What follows belongs to an exercise in optimizing a design on an open flow for small area; a production flow would make more cautious choices. Function was checked by simulation only, so behaviour that the tests miss may differ from the original.

==> flow/design.v (outline; a module is shown in full before it is edited, if it fits) <==
// module add_rca: 15 lines
// module add_bk: 33 lines
// module add_sk: 26 lines
// module pan_tilt_top: 915 lines
module pan_tilt_top (
	input  logic clk,
	input  logic reset,
	input  logic in_valid,
	input  logic [11:0] x_com,
	input  logic [11:0] y_com,
	input  logic [11:0] x_light,
	input  logic [11:0] y_light,
	input  logic [11:0] height,
	output logic out_valid,
	output logic [7:0] pan,
	output logic [7:0] tilt
);
  // ...
==> flow/flow/run.sh <==
#!/bin/bash
set -euo pipefail
bash standard.sh ADDER_MAP_FILE= finish > flow_make.log 2>&1
==> flow/standard.sh <==
#!/bin/bash
# synth_recipe.tcl (not shown) runs the flow's synth.tcl, then flattens the netlist and writes it again
# the make line also repeats each setting of config.mk as NAME=value (left out here)
make -C /OpenROAD-flow-scripts/flow DESIGN_CONFIG=/design/flow/config.mk WORK_HOME=/design/flow/orfs CLKGATE_MAP_FILE= SYNTH_SCRIPT=/design/flow/synth_recipe.tcl "${@:-finish}"
==> flow/config.mk <==
export PLATFORM = sky130hd
export DESIGN_NAME = pan_tilt_top
export DESIGN_NICKNAME = pan_tilt_top
export VERILOG_FILES = /design/flow/design.v
export SDC_FILE = /design/flow/constraint.sdc
export NUM_CORES = 4
export LEC_CHECK = 0
export ABC_AREA = 1
export CAP_MARGIN = 20
export CORE_MARGIN = 2
export CORE_UTILIZATION = 40
export CTS_CLUSTER_DIAMETER = 120
export CTS_CLUSTER_SIZE = 30
export SLEW_MARGIN = 20
==> flow/constraint.sdc <==
create_clock -name core_clock -period 5.0 [get_ports {clk}]
set_input_delay 1.0000 -clock core_clock [delete_from_list [all_inputs] [get_ports {clk}]]
set_output_delay 1.0000 -clock core_clock [all_outputs]
set_load 0.01 [all_outputs]
==> out/results.tsv, run 1 <==
metric	value	unit
finish.utilization	43.77	%
largest_cell_class	multi-input gates	
clock_skew	30.42	ps
drc	0	
grt_max_degree	31	
use_met2	28.58	%
yosysMostFrequentCell	nand2_1	
num_rows	105	
netlist_area	0.03300	mm^2
met3_length	1701	um
relSlewSlack	56.42	%
synth-async-reset-ratio	0	%
clk_pin_slew	110	ps
n_all_inverters	677	
finalHoldViolations	0	
cp_top_family	simple AND/OR/NAND/NOR gates	
maxUsedRoutingLayer	met4	
hold_ws	326.3	ps
status	timing/DRC/antenna clean	
overflow	0	
met1Wirelength	32660	um
dpl.cell_count	6238	
ys_ff_latch	482	
rr_startpoint	ty5_r9[11]	
wl_met2	30620	um
==> run 2: changes to the inputs <==
--- a/flow/design.v
+++ b/flow/design.v
@@ -176,34 +176,34 @@
 	logic [0:0] pb6_s4;
 	logic [13:0] px7_s4;
 	logic [8:0] py7_s4;
 	logic [0:0] pb7_s4;
 	logic [13:0] px8_s4;
 	logic [7:0] py8_s4;
 	logic [0:0] pb8_s4;
 	logic [6:0] py9_s4;
-	logic [2:0] pa9_s4;
-	logic [13:0] pX_s4;
+	logic [3:0] pa9_s4;
+	logic [10:0] pX_s4;
 	logic [11:0] height_r5;
 	logic [0:0] sf_r5;
 	logic [0:0] pb0_r5;
 	logic [0:0] pb1_r5;
 	logic [0:0] pb2_r5;
 	logic [0:0] pb3_r5;
 	logic [0:0] pb4_r5;
 	logic [0:0] pb5_r5;
 	logic [0:0] pb6_r5;
 	logic [0:0] pb7_r5;
 	logic [0:0] pb8_r5;
 	logic [6:0] py9_r5;
 	logic [6:0] py9_q5;
-	logic [2:0] pa9_r5;
-	logic [13:0] pX_r5;
-	logic [13:0] pX_q5;
+	logic [3:0] pa9_r5;
+	logic [10:0] pX_r5;
+	logic [10:0] pX_q5;
 	logic [12:0] hs_s5;
 	logic hcsa_s5_1, hcsa_s5_2;
 	logic hcsa_s5_3, hcsa_s5_4;
 	logic hcsa_s5_5, hcsa_s5_6;
 	logic hcsa_s5_7, hcsa_s5_8;
 	logic hcsa_s5_9, hcsa_s5_10;
 	logic hcsa_s5_11, hcsa_s5_12;
 	logic hcsa_s5_13, hcsa_s5_14;
@@ -254,55 +254,51 @@
 	logic hcsa_s5_103, hcsa_s5_104;
 	logic hcsa_s5_105, hcsa_s5_106;
 	logic hcsa_s5_107, hcsa_s5_108;
 	logic hcsa_s5_109, hcsa_s5_110;
 	logic hcsa_s5_111, hcsa_s5_112;
 	logic [26:0] hcsa_s5_113, hcsa_s5_114, hcsa_s5_115;
 	logic [0:0] pb9_s5;
 	logic [5:0] py10_s5;
-	logic [2:0] pa10_s5;
+	logic [3:0] pa10_s5;
 	logic pc9_s5;
-	logic [3:0] plo9_s5;
 	logic [0:0] pb10_s5;
 	logic [4:0] py11_s5;
-	logic [2:0] pa11_s5;
+	logic [3:0] pa11_s5;
 	logic pc10_s5;
-	logic [3:0] plo10_s5;
 	logic [0:0] pb11_s5;
 	logic [4:0] py12_s5;
-	logic [2:0] pa12_s5;
+	logic [3:0] pa12_s5;
 	logic pc11_s5;
-	logic [3:0] plo11_s5;
 	logic [0:0] sf_r6;
 	logic [0:0] pb0_r6;
 	logic [0:0] pb1_r6;
 	logic [0:0] pb2_r6;
 	logic [0:0] pb3_r6;
 	logic [0:0] pb4_r6;
 	logic [0:0] pb5_r6;
 	logic [0:0] pb6_r6;
 	logic [0:0] pb7_r6;
 	logic [0:0] pb8_r6;
-	logic [13:0] pX_r6;
-	logic [13:0] pX_q6;
+	logic [10:0] pX_r6;
+	logic [10:0] pX_q6;
 	logic [12:0] hs_r6;
 	logic [0:0] pb9_r6;
 	logic [0:0] pb10_r6;
 	logic [0:0] pb11_r6;
 	logic [4:0] py12_r6;
 	logic [4:0] py12_q6;
-	logic [2:0] pa12_r6;
+	logic [3:0] pa12_r6;
 	logic [0:0] pb12_s6;
 	logic [3:0] py13_s6;
-	logic [2:0] pa13_s6;
+	logic [3:0] pa13_s6;
 	logic pc12_s6;
-	logic [3:0] plo12_s6;
 	logic [0:0] pb13_s6;
-	logic [2:0] pa14_s6;
+	logic [3:0] pa14_s6;
 	logic [7:0] pan_b_s6;
 	logic pcsa_s6_1, pcsa_s6_2;
 	logic pcsa_s6_3, pcsa_s6_4;
 	logic pcsa_s6_5, pcsa_s6_6;
 	logic pcsa_s6_7, pcsa_s6_8;
 	logic pcsa_s6_9, pcsa_s6_10;
 	logic pcsa_s6_11, pcsa_s6_12;
 	logic pcsa_s6_13, pcsa_s6_14;
@@ -338,16 +334,17 @@
 	logic pcsa_s6_73, pcsa_s6_74;
 	logic pcsa_s6_75, pcsa_s6_76;
 	logic pcsa_s6_77, pcsa_s6_78;
 	logic pcsa_s6_79, pcsa_s6_80;
 	logic pcsa_s6_81, pcsa_s6_82;
 	logic pcsa_s6_83, pcsa_s6_84;
 	logic [15:0] pcsa_s6_85, pcsa_s6_86, pcsa_s6_87;
 	logic [13:0] px14_s6;
+	logic [10:0] pxhi_s6;
 	logic [13:0] tx1_s6;
 	logic [14:0] ty1_s6;
 	logic [7:0] pan_b_r7;
 	logic [13:0] tx1_r7;
 	logic [13:0] tx1_q7;
 	logic [14:0] ty1_r7;
 	logic [14:0] ty1_q7;
 	logic [0:0] tb1_s7;
@@ -395,44 +392,40 @@
 	logic [14:0] tx7_q10;
 	logic [9:0] ty7_r10;
 	logic [9:0] ty7_q10;
 	logic [0:0] tb7_s10;
 	logic [14:0] tx8_s10;
 	logic [8:0] ty8_s10;
 	logic [0:0] tb8_s10;
 	logic [7:0] ty9_s10;
-	logic [2:0] ta9_s10;
-	logic [14:0] tX_s10;
+	logic [3:0] ta9_s10;
+	logic [11:0] tX_s10;
 	logic [5:0] tXh9_s10;
 	logic [0:0] tXa9_s10;
-	logic [2:0] tXl9_s10;
 	logic [7:0] pan_b_r11;
 	logic [0:0] tb1_r11;
 	logic [0:0] tb2_r11;
 	logic [0:0] tb3_r11;
 	logic [0:0] tb4_r11;
 	logic [0:0] tb5_r11;
 	logic [0:0] tb6_r11;
 	logic [0:0] tb7_r11;
 	logic [0:0] tb8_r11;
 	logic [7:0] ty9_r11;
 	logic [7:0] ty9_q11;
-	logic [2:0] ta9_r11;
+	logic [3:0] ta9_r11;
 	logic [5:0] tXh9_r11;
 	logic [5:0] tXh9_q11;
 	logic [0:0] tXa9_r11;
-	logic [2:0] tXl9_r11;
-	logic [2:0] tXl9_q11;
-	logic [14:0] tX_s11;
+	logic [11:0] tX_s11;
 	logic [0:0] tb9_s11;
 	logic [6:0] ty10_s11;
-	logic [2:0] ta10_s11;
+	logic [3:0] ta10_s11;
 	logic tc9_s11;
-	logic [3:0] tlo9_s11;
 	logic [15:0] tpart_s11;
 	logic tpcsa_s11_1, tpcsa_s11_2;
 	logic tpcsa_s11_3, tpcsa_s11_4;
 	logic tpcsa_s11_5, tpcsa_s11_6;
 	logic tpcsa_s11_7, tpcsa_s11_8;
 	logic tpcsa_s11_9, tpcsa_s11_10;
 	logic tpcsa_s11_11, tpcsa_s11_12;
 	logic tpcsa_s11_13, tpcsa_s11_14;
@@ -458,28 +451,25 @@
 	logic tpcsa_s11_53, tpcsa_s11_54;
 	logic tpcsa_s11_55, tpcsa_s11_56;
 	logic tpcsa_s11_57, tpcsa_s11_58;
 	logic tpcsa_s11_59, tpcsa_s11_60;
 	logic tpcsa_s11_61, tpcsa_s11_62;
 	logic [15:0] tpcsa_s11_63, tpcsa_s11_64, tpcsa_s11_65;
 	logic [0:0] tb10_s11;
 	logic [5:0] ty11_s11;
-	logic [2:0] ta11_s11;
+	logic [3:0] ta11_s11;
 	logic tc10_s11;
-	logic [3:0] tlo10_s11;
 	logic [0:0] tb11_s11;
 	logic [4:0] ty12_s11;
-	logic [2:0] ta12_s11;
+	logic [3:0] ta12_s11;
 	logic tc11_s11;
-	logic [3:0] tlo11_s11;
 	logic [0:0] tb12_s11;
 	logic [4:0] ty13_s11;
 	logic tc12_s11;
-	logic [3:0] tlo12_s11;
 	logic [7:0] pan_b_r12;
 	logic [15:0] tpart_r12;
 	logic [0:0] tb10_r12;
 	logic [0:0] tb11_r12;
 	logic [0:0] tb12_r12;
 	logic [4:0] ty13_r12;
 	logic [4:0] ty13_q12;
 	logic [0:0] tb13_s12;
@@ -524,18 +514,18 @@
 	assign py6_q4 = ~py6_r4;
 	assign pb6_s4 = ~py6_q4[9];
 	add_rca #(.W(14)) u_add17 (.a(px6_q4), .b({11'b0, (py6_q4[8:6] ^ {3{py6_q4[9]}})}), .ci(py6_q4[9]), .s(px7_s4));
 	add_sk #(.W(9)) u_add18 (.a(py6_q4[8:0]), .b(({1'b0, px6_q4[13:6]} ^ {9{~py6_q4[9]}})), .ci(~py6_q4[9]), .s(py7_s4));
 	assign pb7_s4 = ~py7_s4[8];
 	add_rca #(.W(14)) u_add19 (.a(px7_s4), .b({13'b0, (py7_s4[7:7] ^ {1{py7_s4[8]}})}), .ci(py7_s4[8]), .s(px8_s4));
 	add_sk #(.W(8)) u_add20 (.a(py7_s4[7:0]), .b(({1'b0, px7_s4[13:7]} ^ {8{~py7_s4[8]}})), .ci(~py7_s4[8]), .s(py8_s4));
 	assign pb8_s4 = ~py8_s4[7];
-	assign pX_s4 = px8_s4;
-	assign pa9_s4 = {2'b0, py8_s4[7]};
+	assign pX_s4 = px8_s4[13:3];
+	assign pa9_s4 = {1'b0, px8_s4[2:0]} + {3'b0, py8_s4[7]};
 	add_sk #(.W(7)) u_add21 (.a(py8_s4[6:0]), .b(({1'b0, px8_s4[13:8]} ^ {7{~py8_s4[7]}})), .ci(~py8_s4[7]), .s(py9_s4));
 	assign py9_q5 = ~py9_r5;
 	assign pX_q5 = ~pX_r5;
 	assign hcsa_s5_1 = height_r5[0] ^ height_r5[2];
 	assign hcsa_s5_2 = height_r5[0] & height_r5[2];
 	assign hcsa_s5_3 = height_r5[1] ^ height_r5[3] ^ height_r5[4];
 	assign hcsa_s5_4 = (height_r5[1] & height_r5[3]) | (height_r5[1] & height_r5[4]) | (height_r5[3] & height_r5[4]);
 	assign hcsa_s5_5 = height_r5[2] ^ height_r5[4] ^ height_r5[5];
@@ -646,39 +636,35 @@
 	assign hcsa_s5_110 = (hcsa_s5_72 & height_r5[9]) | (hcsa_s5_72 & height_r5[10]) | (height_r5[9] & height_r5[10]);
 	assign hcsa_s5_111 = height_r5[10] ^ height_r5[11];
 	assign hcsa_s5_112 = height_r5[10] & height_r5[11];
 	assign hcsa_s5_113 = {1'b0, hcsa_s5_112, hcsa_s5_110, hcsa_s5_108, hcsa_s5_106, hcsa_s5_104, hcsa_s5_102, hcsa_s5_100, hcsa_s5_98, hcsa_s5_96, hcsa_s5_94, hcsa_s5_92, hcsa_s5_90, hcsa_s5_88, hcsa_s5_86, hcsa_s5_84, hcsa_s5_82, hcsa_s5_80, hcsa_s5_78, hcsa_s5_76, hcsa_s5_74, hcsa_s5_73, height_r5[2], height_r5[1], height_r5[0], height_r5[1], height_r5[0]};
 	assign hcsa_s5_114 = {1'b0, height_r5[11], hcsa_s5_111, hcsa_s5_109, hcsa_s5_107, hcsa_s5_105, hcsa_s5_103, hcsa_s5_101, hcsa_s5_99, hcsa_s5_97, hcsa_s5_95, hcsa_s5_93, hcsa_s5_91, hcsa_s5_89, hcsa_s5_87, hcsa_s5_85, hcsa_s5_83, hcsa_s5_81, hcsa_s5_79, hcsa_s5_77, hcsa_s5_75, height_r5[5], height_r5[4], height_r5[3], height_r5[2], 1'b0, 1'b0};
 	add_rca #(.W(27)) u_add22 (.a(hcsa_s5_113), .b(hcsa_s5_114), .ci(1'b0), .s(hcsa_s5_115));
 	assign hs_s5 = hcsa_s5_115[26:14];
 	assign pb9_s5 = ~py9_q5[6];
-	assign pa10_s5 = pa9_r5 + {2'b0, py9_q5[6]};
-	assign plo9_s5 = {1'b0, pX_q5[2:0]} + {1'b0, pa9_r5};
-	assign pc9_s5 = (&pX_q5[8:3]) & plo9_s5[3];
-	add_sk #(.W(6)) u_add23 (.a(py9_q5[5:0]), .b(({1'b0, pX_q5[13:9]} ^ {6{~py9_q5[6]}})), .ci(~(pc9_s5 ^ py9_q5[6])), .s(py10_s5));
+	assign pa10_s5 = pa9_r5 + {3'b0, py9_q5[6]};
+	assign pc9_s5 = (&pX_q5[5:0]) & pa9_r5[3];
+	add_sk #(.W(6)) u_add23 (.a(py9_q5[5:0]), .b(({1'b0, pX_q5[10:6]} ^ {6{~py9_q5[6]}})), .ci(~(pc9_s5 ^ py9_q5[6])), .s(py10_s5));
 	assign pb10_s5 = ~py10_s5[5];
-	assign pa11_s5 = pa10_s5 + {2'b0, py10_s5[5]};
-	assign plo10_s5 = {1'b0, pX_q5[2:0]} + {1'b0, pa10_s5};
-	assign pc10_s5 = (&pX_q5[9:3]) & plo10_s5[3];
-	add_sk #(.W(5)) u_add24 (.a(py10_s5[4:0]), .b(({1'b0, pX_q5[13:10]} ^ {5{~py10_s5[5]}})), .ci(~(pc10_s5 ^ py10_s5[5])), .s(py11_s5));
+	assign pa11_s5 = pa10_s5 + {3'b0, py10_s5[5]};
+	assign pc10_s5 = (&pX_q5[6:0]) & pa10_s5[3];
+	add_sk #(.W(5)) u_add24 (.a(py10_s5[4:0]), .b(({1'b0, pX_q5[10:7]} ^ {5{~py10_s5[5]}})), .ci(~(pc10_s5 ^ py10_s5[5])), .s(py11_s5));
 	assign pb11_s5 = ~py11_s5[4];
-	assign pa12_s5 = pa11_s5 + {2'b0, py11_s5[4]};
-	assign plo11_s5 = {1'b0, pX_q5[2:0]} + {1'b0, pa11_s5};
-	assign pc11_s5 = (&pX_q5[10:3]) & plo11_s5[3];
-	add_sk #(.W(5)) u_add25 (.a(py11_s5), .b(({2'b0, pX_q5[13:11]} ^ {5{~py11_s5[4]}})), .ci(~(pc11_s5 ^ py11_s5[4])), .s(py12_s5));
+	assign pa12_s5 = pa11_s5 + {3'b0, py11_s5[4]};
+	assign pc11_s5 = (&pX_q5[7:0]) & pa11_s5[3];
+	add_sk #(.W(5)) u_add25 (.a(py11_s5), .b(({2'b0, pX_q5[10:8]} ^ {5{~py11_s5[4]}})), .ci(~(pc11_s5 ^ py11_s5[4])), .s(py12_s5));
 	assign pX_q6 = ~pX_r6;
 	assign py12_q6 = ~py12_r6;
 	assign pb12_s6 = ~py12_q6[4];
-	assign pa13_s6 = pa12_r6 + {2'b0, py12_q6[4]};
-	assign plo12_s6 = {1'b0, pX_q6[2:0]} + {1'b0, pa12_r6};
-	assign pc12_s6 = (&pX_q6[11:3]) & plo12_s6[3];
-	add_sk #(.W(4)) u_add26 (.a(py12_q6[3:0]), .b(({2'b0, pX_q6[13:12]} ^ {4{~py12_q6[4]}})), .ci(~(pc12_s6 ^ py12_q6[4])), .s(py13_s6));
+	assign pa13_s6 = pa12_r6 + {3'b0, py12_q6[4]};
+	assign pc12_s6 = (&pX_q6[8:0]) & pa12_r6[3];
+	add_sk #(.W(4)) u_add26 (.a(py12_q6[3:0]), .b(({2'b0, pX_q6[10:9]} ^ {4{~py12_q6[4]}})), .ci(~(pc12_s6 ^ py12_q6[4])), .s(py13_s6));
 	assign pb13_s6 = ~py13_s6[3];
-	assign pa14_s6 = pa13_s6 + {2'b0, py13_s6[3]};
+	assign pa14_s6 = pa13_s6 + {3'b0, py13_s6[3]};
 	assign pcsa_s6_1 = pb2_r6 ^ pb3_r6;
 	assign pcsa_s6_2 = pb2_r6 & pb3_r6;
 	assign pcsa_s6_3 = pcsa_s6_1 ^ pb4_r6 ^ pb6_r6;
 	assign pcsa_s6_4 = (pcsa_s6_1 & pb4_r6) | (pcsa_s6_1 & pb6_r6) | (pb4_r6 & pb6_r6);
 	assign pcsa_s6_5 = pb7_r6 ^ pb8_r6;
 	assign pcsa_s6_6 = pb7_r6 & pb8_r6;
 	assign pcsa_s6_7 = pcsa_s6_2 ^ pb2_r6 ^ pb4_r6;
 	assign pcsa_s6_8 = (pcsa_s6_2 & pb2_r6) | (pcsa_s6_2 & pb4_r6) | (pb2_r6 & pb4_r6);
@@ -757,17 +743,18 @@
 	assign pcsa_s6_81 = pb2_r6 ^ 1'b1;
 	assign pcsa_s6_82 = pb2_r6 & 1'b1;
 	assign pcsa_s6_83 = pb1_r6 ^ 1'b1;
 	assign pcsa_s6_84 = pb1_r6 & 1'b1;
 	assign pcsa_s6_85 = {1'b0, pcsa_s6_84, pcsa_s6_82, pcsa_s6_80, pcsa_s6_78, pcsa_s6_76, pcsa_s6_74, pcsa_s6_72, pcsa_s6_70, pcsa_s6_68, pcsa_s6_66, pcsa_s6_64, pcsa_s6_62, pcsa_s6_60, pcsa_s6_59, 1'b1};
 	assign pcsa_s6_86 = {1'b0, pb0_r6, pcsa_s6_83, pcsa_s6_81, pcsa_s6_79, pcsa_s6_77, pcsa_s6_75, pcsa_s6_73, pcsa_s6_71, pcsa_s6_69, pcsa_s6_67, pcsa_s6_65, pcsa_s6_63, pcsa_s6_61, 1'b1, 1'b0};
 	add_sk #(.W(16)) u_add27 (.a(pcsa_s6_85), .b(pcsa_s6_86), .ci(1'b0), .s(pcsa_s6_87));
 	assign pan_b_s6 = {pcsa_s6_87[15] ^ sf_r6, pcsa_s6_87[14:8]};
-	add_sk #(.W(14)) u_add28 (.a(pX_q6), .b({11'b0, pa14_s6}), .ci(1'b0), .s(px14_s6));
+	add_rca #(.W(11)) u_add28 (.a(pX_q6), .b(11'd0), .ci(pa14_s6[3]), .s(pxhi_s6));
+	assign px14_s6 = {pxhi_s6, pa14_s6[2:0]};
 	add_sk #(.W(14)) u_add29 (.a(px14_s6), .b({1'b0, hs_r6}), .ci(1'b0), .s(tx1_s6));
 	add_sk #(.W(15)) u_add30 (.a({1'b0, px14_s6}), .b(~{2'b0, hs_r6}), .ci(1'b1), .s(ty1_s6));
 	assign tx1_q7 = ~tx1_r7;
 	assign ty1_q7 = ~ty1_r7;
 	assign tb1_s7 = ~ty1_q7[14];
 	add_rca #(.W(15)) u_add31 (.a({1'b0, tx1_q7}), .b({2'b0, (ty1_q7[13:1] ^ {13{ty1_q7[14]}})}), .ci(ty1_q7[14]), .s(tx2_s7));
 	add_sk #(.W(14)) u_add32 (.a(ty1_q7[13:0]), .b(({1'b0, tx1_q7[13:1]} ^ {14{~ty1_q7[14]}})), .ci(~ty1_q7[14]), .s(ty2_s7));
 	assign tb2_s7 = ~ty2_s7[13];
@@ -790,31 +777,28 @@
 	add_rca #(.W(15)) u_add41 (.a(tx6_s9), .b({11'b0, (ty6_s9[9:6] ^ {4{ty6_s9[10]}})}), .ci(ty6_s9[10]), .s(tx7_s9));
 	add_sk #(.W(10)) u_add42 (.a(ty6_s9[9:0]), .b(({1'b0, tx6_s9[14:6]} ^ {10{~ty6_s9[10]}})), .ci(~ty6_s9[10]), .s(ty7_s9));
 	assign tx7_q10 = ~tx7_r10;
 	assign ty7_q10 = ~ty7_r10;
 	assign tb7_s10 = ~ty7_q10[9];
 	add_rca #(.W(15)) u_add43 (.a(tx7_q10), .b({13'b0, (ty7_q10[8:7] ^ {2{ty7_q10[9]}})}), .ci(ty7_q10[9]), .s(tx8_s10));
 	add_sk #(.W(9)) u_add44 (.a(ty7_q10[8:0]), .b(({1'b0, tx7_q10[14:7]} ^ {9{~ty7_q10[9]}})), .ci(~ty7_q10[9]), .s(ty8_s10));
 	assign tb8_s10 = ~ty8_s10[8];
-	assign tX_s10 = tx8_s10;
-	assign ta9_s10 = {2'b0, ty8_s10[8]};
+	assign tX_s10 = tx8_s10[14:3];
+	assign ta9_s10 = {1'b0, tx8_s10[2:0]} + {3'b0, ty8_s10[8]};
 	add_sk #(.W(8)) u_add45 (.a(ty8_s10[7:0]), .b(({1'b0, tx8_s10[14:8]} ^ {8{~ty8_s10[8]}})), .ci(~ty8_s10[8]), .s(ty9_s10));
-	assign tXh9_s10 = tX_s10[14:9];
-	assign tXa9_s10 = &tX_s10[8:3];
-	assign tXl9_s10 = tX_s10[2:0];
+	assign tXh9_s10 = tX_s10[11:6];
+	assign tXa9_s10 = &tX_s10[5:0];
 	assign ty9_q11 = ~ty9_r11;
 	assign tXh9_q11 = ~tXh9_r11;
-	assign tXl9_q11 = ~tXl9_r11;
-	assign tX_s11 = {tXh9_q11, {6{tXa9_r11}}, tXl9_q11};
+	assign tX_s11 = {tXh9_q11, {6{tXa9_r11}}};
 	assign tb9_s11 = ~ty9_q11[7];
-	assign ta10_s11 = ta9_r11 + {2'b0, ty9_q11[7]};
-	assign tlo9_s11 = {1'b0, tX_s11[2:0]} + {1'b0, ta9_r11};
-	assign tc9_s11 = (&tX_s11[8:3]) & tlo9_s11[3];
-	add_sk #(.W(7)) u_add46 (.a(ty9_q11[6:0]), .b(({1'b0, tX_s11[14:9]} ^ {7{~ty9_q11[7]}})), .ci(~(tc9_s11 ^ ty9_q11[7])), .s(ty10_s11));
+	assign ta10_s11 = ta9_r11 + {3'b0, ty9_q11[7]};
+	assign tc9_s11 = (&tX_s11[5:0]) & ta9_r11[3];
+	add_sk #(.W(7)) u_add46 (.a(ty9_q11[6:0]), .b(({1'b0, tX_s11[11:6]} ^ {7{~ty9_q11[7]}})), .ci(~(tc9_s11 ^ ty9_q11[7])), .s(ty10_s11));
 	assign tpcsa_s11_1 = tb2_r11 ^ tb3_r11;
 	assign tpcsa_s11_2 = tb2_r11 & tb3_r11;
 	assign tpcsa_s11_3 = tpcsa_s11_1 ^ tb4_r11 ^ tb6_r11;
 	assign tpcsa_s11_4 = (tpcsa_s11_1 & tb4_r11) | (tpcsa_s11_1 & tb6_r11) | (tb4_r11 & tb6_r11);
 	assign tpcsa_s11_5 = tpcsa_s11_2 ^ tb2_r11 ^ tb4_r11;
 	assign tpcsa_s11_6 = (tpcsa_s11_2 & tb2_r11) | (tpcsa_s11_2 & tb4_r11) | (tb2_r11 & tb4_r11);
 	assign tpcsa_s11_7 = tb1_r11 ^ tb5_r11;
 	assign tpcsa_s11_8 = tb1_r11 & tb5_r11;
@@ -872,29 +856,26 @@
 	assign tpcsa_s11_60 = tb2_r11 & 1'b1;
 	assign tpcsa_s11_61 = tb1_r11 ^ 1'b1;
 	assign tpcsa_s11_62 = tb1_r11 & 1'b1;
 	assign tpcsa_s11_63 = {1'b1, tpcsa_s11_62, tpcsa_s11_60, tpcsa_s11_58, tpcsa_s11_56, tpcsa_s11_54, tpcsa_s11_52, tpcsa_s11_50, tpcsa_s11_48, tpcsa_s11_46, tpcsa_s11_44, tpcsa_s11_42, tpcsa_s11_40, tpcsa_s11_38, tpcsa_s11_37, 1'b1};
 	assign tpcsa_s11_64 = {1'b0, 1'b1, tpcsa_s11_61, tpcsa_s11_59, tpcsa_s11_57, tpcsa_s11_55, tpcsa_s11_53, tpcsa_s11_51, tpcsa_s11_49, tpcsa_s11_47, tpcsa_s11_45, tpcsa_s11_43, tpcsa_s11_41, tpcsa_s11_39, 1'b1, 1'b0};
 	add_sk #(.W(16)) u_add47 (.a(tpcsa_s11_63), .b(tpcsa_s11_64), .ci(1'b0), .s(tpcsa_s11_65));
 	assign tpart_s11 = tpcsa_s11_65;
 	assign tb10_s11 = ~ty10_s11[6];
-	assign ta11_s11 = ta10_s11 + {2'b0, ty10_s11[6]};
-	assign tlo10_s11 = {1'b0, tX_s11[2:0]} + {1'b0, ta10_s11};
-	assign tc10_s11 = (&tX_s11[9:3]) & tlo10_s11[3];
-	add_sk #(.W(6)) u_add48 (.a(ty10_s11[5:0]), .b(({1'b0, tX_s11[14:10]} ^ {6{~ty10_s11[6]}})), .ci(~(tc10_s11 ^ ty10_s11[6])), .s(ty11_s11));
+	assign ta11_s11 = ta10_s11 + {3'b0, ty10_s11[6]};
+	assign tc10_s11 = (&tX_s11[6:0]) & ta10_s11[3];
+	add_sk #(.W(6)) u_add48 (.a(ty10_s11[5:0]), .b(({1'b0, tX_s11[11:7]} ^ {6{~ty10_s11[6]}})), .ci(~(tc10_s11 ^ ty10_s11[6])), .s(ty11_s11));
 	assign tb11_s11 = ~ty11_s11[5];
-	assign ta12_s11 = ta11_s11 + {2'b0, ty11_s11[5]};
-	assign tlo11_s11 = {1'b0, tX_s11[2:0]} + {1'b0, ta11_s11};
-	assign tc11_s11 = (&tX_s11[10:3]) & tlo11_s11[3];
-	add_sk #(.W(5)) u_add49 (.a(ty11_s11[4:0]), .b(({1'b0, tX_s11[14:11]} ^ {5{~ty11_s11[5]}})), .ci(~(tc11_s11 ^ ty11_s11[5])), .s(ty12_s11));
+	assign ta12_s11 = ta11_s11 + {3'b0, ty11_s11[5]};
+	assign tc11_s11 = (&tX_s11[7:0]) & ta11_s11[3];
+	add_sk #(.W(5)) u_add49 (.a(ty11_s11[4:0]), .b(({1'b0, tX_s11[11:8]} ^ {5{~ty11_s11[5]}})), .ci(~(tc11_s11 ^ ty11_s11[5])), .s(ty12_s11));
 	assign tb12_s11 = ~ty12_s11[4];
-	assign tlo12_s11 = {1'b0, tX_s11[2:0]} + {1'b0, ta12_s11};
-	assign tc12_s11 = (&tX_s11[11:3]) & tlo12_s11[3];
-	add_sk #(.W(5)) u_add50 (.a(ty12_s11), .b(({2'b0, tX_s11[14:12]} ^ {5{~ty12_s11[4]}})), .ci(~(tc12_s11 ^ ty12_s11[4])), .s(ty13_s11));
+	assign tc12_s11 = (&tX_s11[8:0]) & ta12_s11[3];
+	add_sk #(.W(5)) u_add50 (.a(ty12_s11), .b(({2'b0, tX_s11[11:9]} ^ {5{~ty12_s11[4]}})), .ci(~(tc12_s11 ^ ty12_s11[4])), .s(ty13_s11));
 	assign ty13_q12 = ~ty13_r12;
 	assign tb13_s12 = ~ty13_q12[4];
 	assign tqcsa_s12_1 = tb11_r12 ^ tb12_r12;
 	assign tqcsa_s12_2 = tb11_r12 & tb12_r12;
 	assign tqcsa_s12_3 = tb10_r12 ^ tb12_r12;
 	assign tqcsa_s12_4 = tb10_r12 & tb12_r12;
 	assign tqcsa_s12_5 = {1'b0, 1'b0, tb10_r12, tqcsa_s12_4, tqcsa_s12_2, tqcsa_s12_1, 1'b0};
 	assign tqcsa_s12_6 = {1'b0, 1'b0, 1'b0, tb11_r12, tqcsa_s12_3, tb13_s12, 1'b0};
@@ -999,17 +980,16 @@
 		tb5_r11 <= tb5_r10;
 		tb6_r11 <= tb6_r10;
 		tb7_r11 <= tb7_s10;
 		tb8_r11 <= tb8_s10;
 		ty9_r11 <= ~ty9_s10;
 		ta9_r11 <= ta9_s10;
 		tXh9_r11 <= ~tXh9_s10;
 		tXa9_r11 <= tXa9_s10;
-		tXl9_r11 <= ~tXl9_s10;
 		pan_b_r12 <= pan_b_r11;
 		tpart_r12 <= tpart_s11;
 		tb10_r12 <= tb10_s11;
 		tb11_r12 <= tb11_s11;
 		tb12_r12 <= tb12_s11;
 		ty13_r12 <= ~ty13_s11;
 	end
 	assign out_valid = vld[12];
==> run 2 against run 1 <==
  * Still clean
  * Clock skew decreased by 5.9 ps
  * Wire length down 0.41%
  * Final area down 0.78%
  * Non-clock buffer count down 8
  * Core utilization down 0.27 points
  * Largest cell class unchanged
==> out/results.tsv, run 2 <==
metric	value	unit	change
status	timing/DRC/antenna clean		
clock_skew	24.50	ps	-5.918 ps
cp-startpoint	tb12_r12		
rr_startpoint	ty3_r8[12]		
worst_slew_pin_slew	557.3	ps	
syn-num-nets	5154		
cts_buffer_depth	3		
slew_violations	0		
drc	0		unchanged
dieArea	0.08454	mm^2	
pin_count	80		
dr.pass1.iters	5		
yosys-top-cells-count	nand2_1, inv_1, dfxtp_1		
cts_buffers	20		
drt_iter0_drc	1032		
routedWlPerCell	10.51	um	
synth_top_area_share	29.21	%	
grt_pass1_vias	25348		
grt_max_degree	31		unchanged
final_cell_mix	nand2_1, inv_1, dfxtp_1, xor2_1, nand3_1		
relSlewSlack	62.79	%	+6.4 points
yosysTopAreaCell	dfxtp_1		
netlist_area	0.03289	mm^2	-0.33%
start_util	40.25	%	
num_vias	27950		
final_common_cell	nand2_1		
totalWireLength	65630	um	
cap_violations	0		
clock-sinks	480		
chipWidth	290.8	um	
diodes	0		
final_area	0.03555	mm^2	
synth_edf_count	0		
setup_viol	0		
crit_arrival	3630	ps	
crit_end	tilt[0]		
max_freq	216.0	MHz	
drive_gt1_share	7.266	%	
cts_root_buffer	clkbuf_16		
min_period_over_period	92.58	%	
ys_warn_count	14		
ys_top_cells_by_area	dfxtp_1, nand2_1, xor2_1		
worstSetupPathType	flip-flop to primary output		
crit_path_end_kind	primary output		
avgSynthCellArea	6.461	um^2	
clk_pin_slew	110	ps	about the same
placedInstanceArea	0.03485	mm^2	
crit_required	4000	ps	
critPathMaxFanout	7		
overflow	0		unchanged
r2r_slack	610	ps	
synthCells	5091		
antenna_found_initial	2		
vias_per_cell	4.476		
yosysMostFrequentCell	nand2_1		
dpl.cell_count	6214		-0.38%
yosysUniqueCellTypes	71		
coreArea	0.08172	mm^2	
final_nets	5234		
ys.flop_type	dfxtp_1		
ys_ff_latch	480		-0.41%
gp_congestion	0.8294		
synth-async-reset-ratio	0	%	unchanged
seq_area_frac_synth	29.21	%	
finalHoldViolations	0		unchanged
cts_tree	done		
nFillCells	8622		
timing.rr.end	tx5_r9[14]		
period_minus_slack	4629	ps	
port-buffer-count	79		
clk_latency	570	ps	
num_rows	105		unchanged
postRouteAntennaNets	0		
dpl.hpwl	55410	um	
synthToLayoutAreaGrowth	8.068	%	
hold_buffers	0		
start_kind	flip-flop		
grt_pass1_wl	113000	um	
htreeDepth	1		
grt_use_total	15.48	%	
die_h	290.8	um	
reg2reg_depth	30		
min_path_type	flip-flop to flip-flop		
stdcell_count	6245		
[run 2: cell count changes after synthesis, moves of 9 or more]
cell,change
nand2_1,-27
or2_2,-10
nand2_2,-19
nor2_1,+26
xnor2_1,+17
nand4_1,-9
[run 2: per-layer routing]
layer  routed length, um  GRT usage, %  part of all wire, %  up-vias
li1                    -             -                    -    15718
met1               32950         20.26                   50    12009
met2               30480         28.10                   46      179
met3                1387         1.338                  2.1       42
met4                 810         2.249                  1.2        2
met5                   7             0                0.011        -
[run 2: worst max-delay path: stages (launching register included)]
cell and delay, ps:
dfxtp_2 370, or2_2 310, a31oi_2 150, nand2_1 60, a32o_1 210, a21oi_1 130, a221o_1 160, nand3_2 120
nor2_4 150, and3_4 210, nand2_1 90, nor2_2 120, and2_1 130, inv_1 80, nor2_2 120, nand2_2 80
nand2_1 90, nand2_1 60, inv_2 100, a21oi_1 50, dlygate4sd2_1 300
[run 2: what timing repair did]
item | CTS | global route
setup buffers | 1 | 4
gates resized for setup | 10 | 21
pin swaps | 1 | 1
setup endpoints to repair | 8 | 33
[run 2: kinds of logic (layout without fill, tap and decap cells)]
logic type               Yosys count  in the layout  share of synthesized area, %
AND/OR/NAND/NOR                 2875           2875                         37.76
buffers and inverters            730            814                         8.863
XOR/XNOR                         679            679                         18.33
flip-flops                       480            480                         29.21
AO/OA/AOI/OAI                    315            315                         5.462
multiplexers                       7              7                        0.2168
adder cells (fa/ha/maj)            5              5                        0.1560
[run 2: per-stage QoR]
step | utilization, % | hold slack (ps) | TNS [ps] | worst slack (ps)
5_1_grt | 43.50 | 323.8 | -1.459 | -1.459
4_1_cts | 43.39 | 323.9 | 0 | 10.70
2_1_floorplan | - | 309.6 | 0 | 822.2
6_report | 43.50 | 319.6 | 0 | 371.0
3_3_place_gp | 42.65 | 310.2 | 0 | 126.0
3_5_place_dp | 42.65 | 312.1 | 0 | 70.14
[run 2: layout make-up]
type	count	area (um^2)	area share, %
timing repair buffer	108	1037	2.918
multi-input combinational	3881	20430	57.48
sequential	480	9615	27.05
inverter	680	2556	7.191
clock inverter	3	35.03	0.09856
clock buffer	23	533.0	1.499
tap	1070	1339	3.766
[run 2: how the worst min path moves through the flow]
stage            startpoint  slack (ps)  cells after the start           end
2_1_floorplan  height_r1[0]         310                      0  height_r2[0]
3_3_place_gp    pan_b_r7[5]         310                      0   pan_b_r8[5]
3_5_place_dp   height_r1[2]         310                      0  height_r2[2]
4_1_cts             tb4_r10         320                      0       tb4_r11
5_1_grt             tb4_r10         320                      0       tb4_r11
6_report            tb4_r10         320                      0       tb4_r11

[what the ideal ports hide]
Ports are ideal in the flow. The routed layouts listed here were re-timed in OpenROAD. Step 1 assumes that a clkbuf_16 drives the clock port and a buf_2 every other input. Step 2 also shifts input and output timing later by t, the mid clock arrival at the registers, as if the neighbouring blocks saw the same clock. Three values: ideal ports, drivers, drivers and shift; two values: the first two.
run	t, ns	slack for setup (ns)	worst register clock-pin slew, ns	pins driven straight from the clock port
run 1	0.635	0.344 / 0.282 / 0.028	0.11 / 0.11	1
run 2	0.614	0.371 / 0.312 / 0.108	0.12 / 0.12	1
After both steps setup and hold are still met in every run listed. For run 1, which loses most, drivers alone change the setup slack by -0.062 ns; drivers and shift together by -0.316 ns.
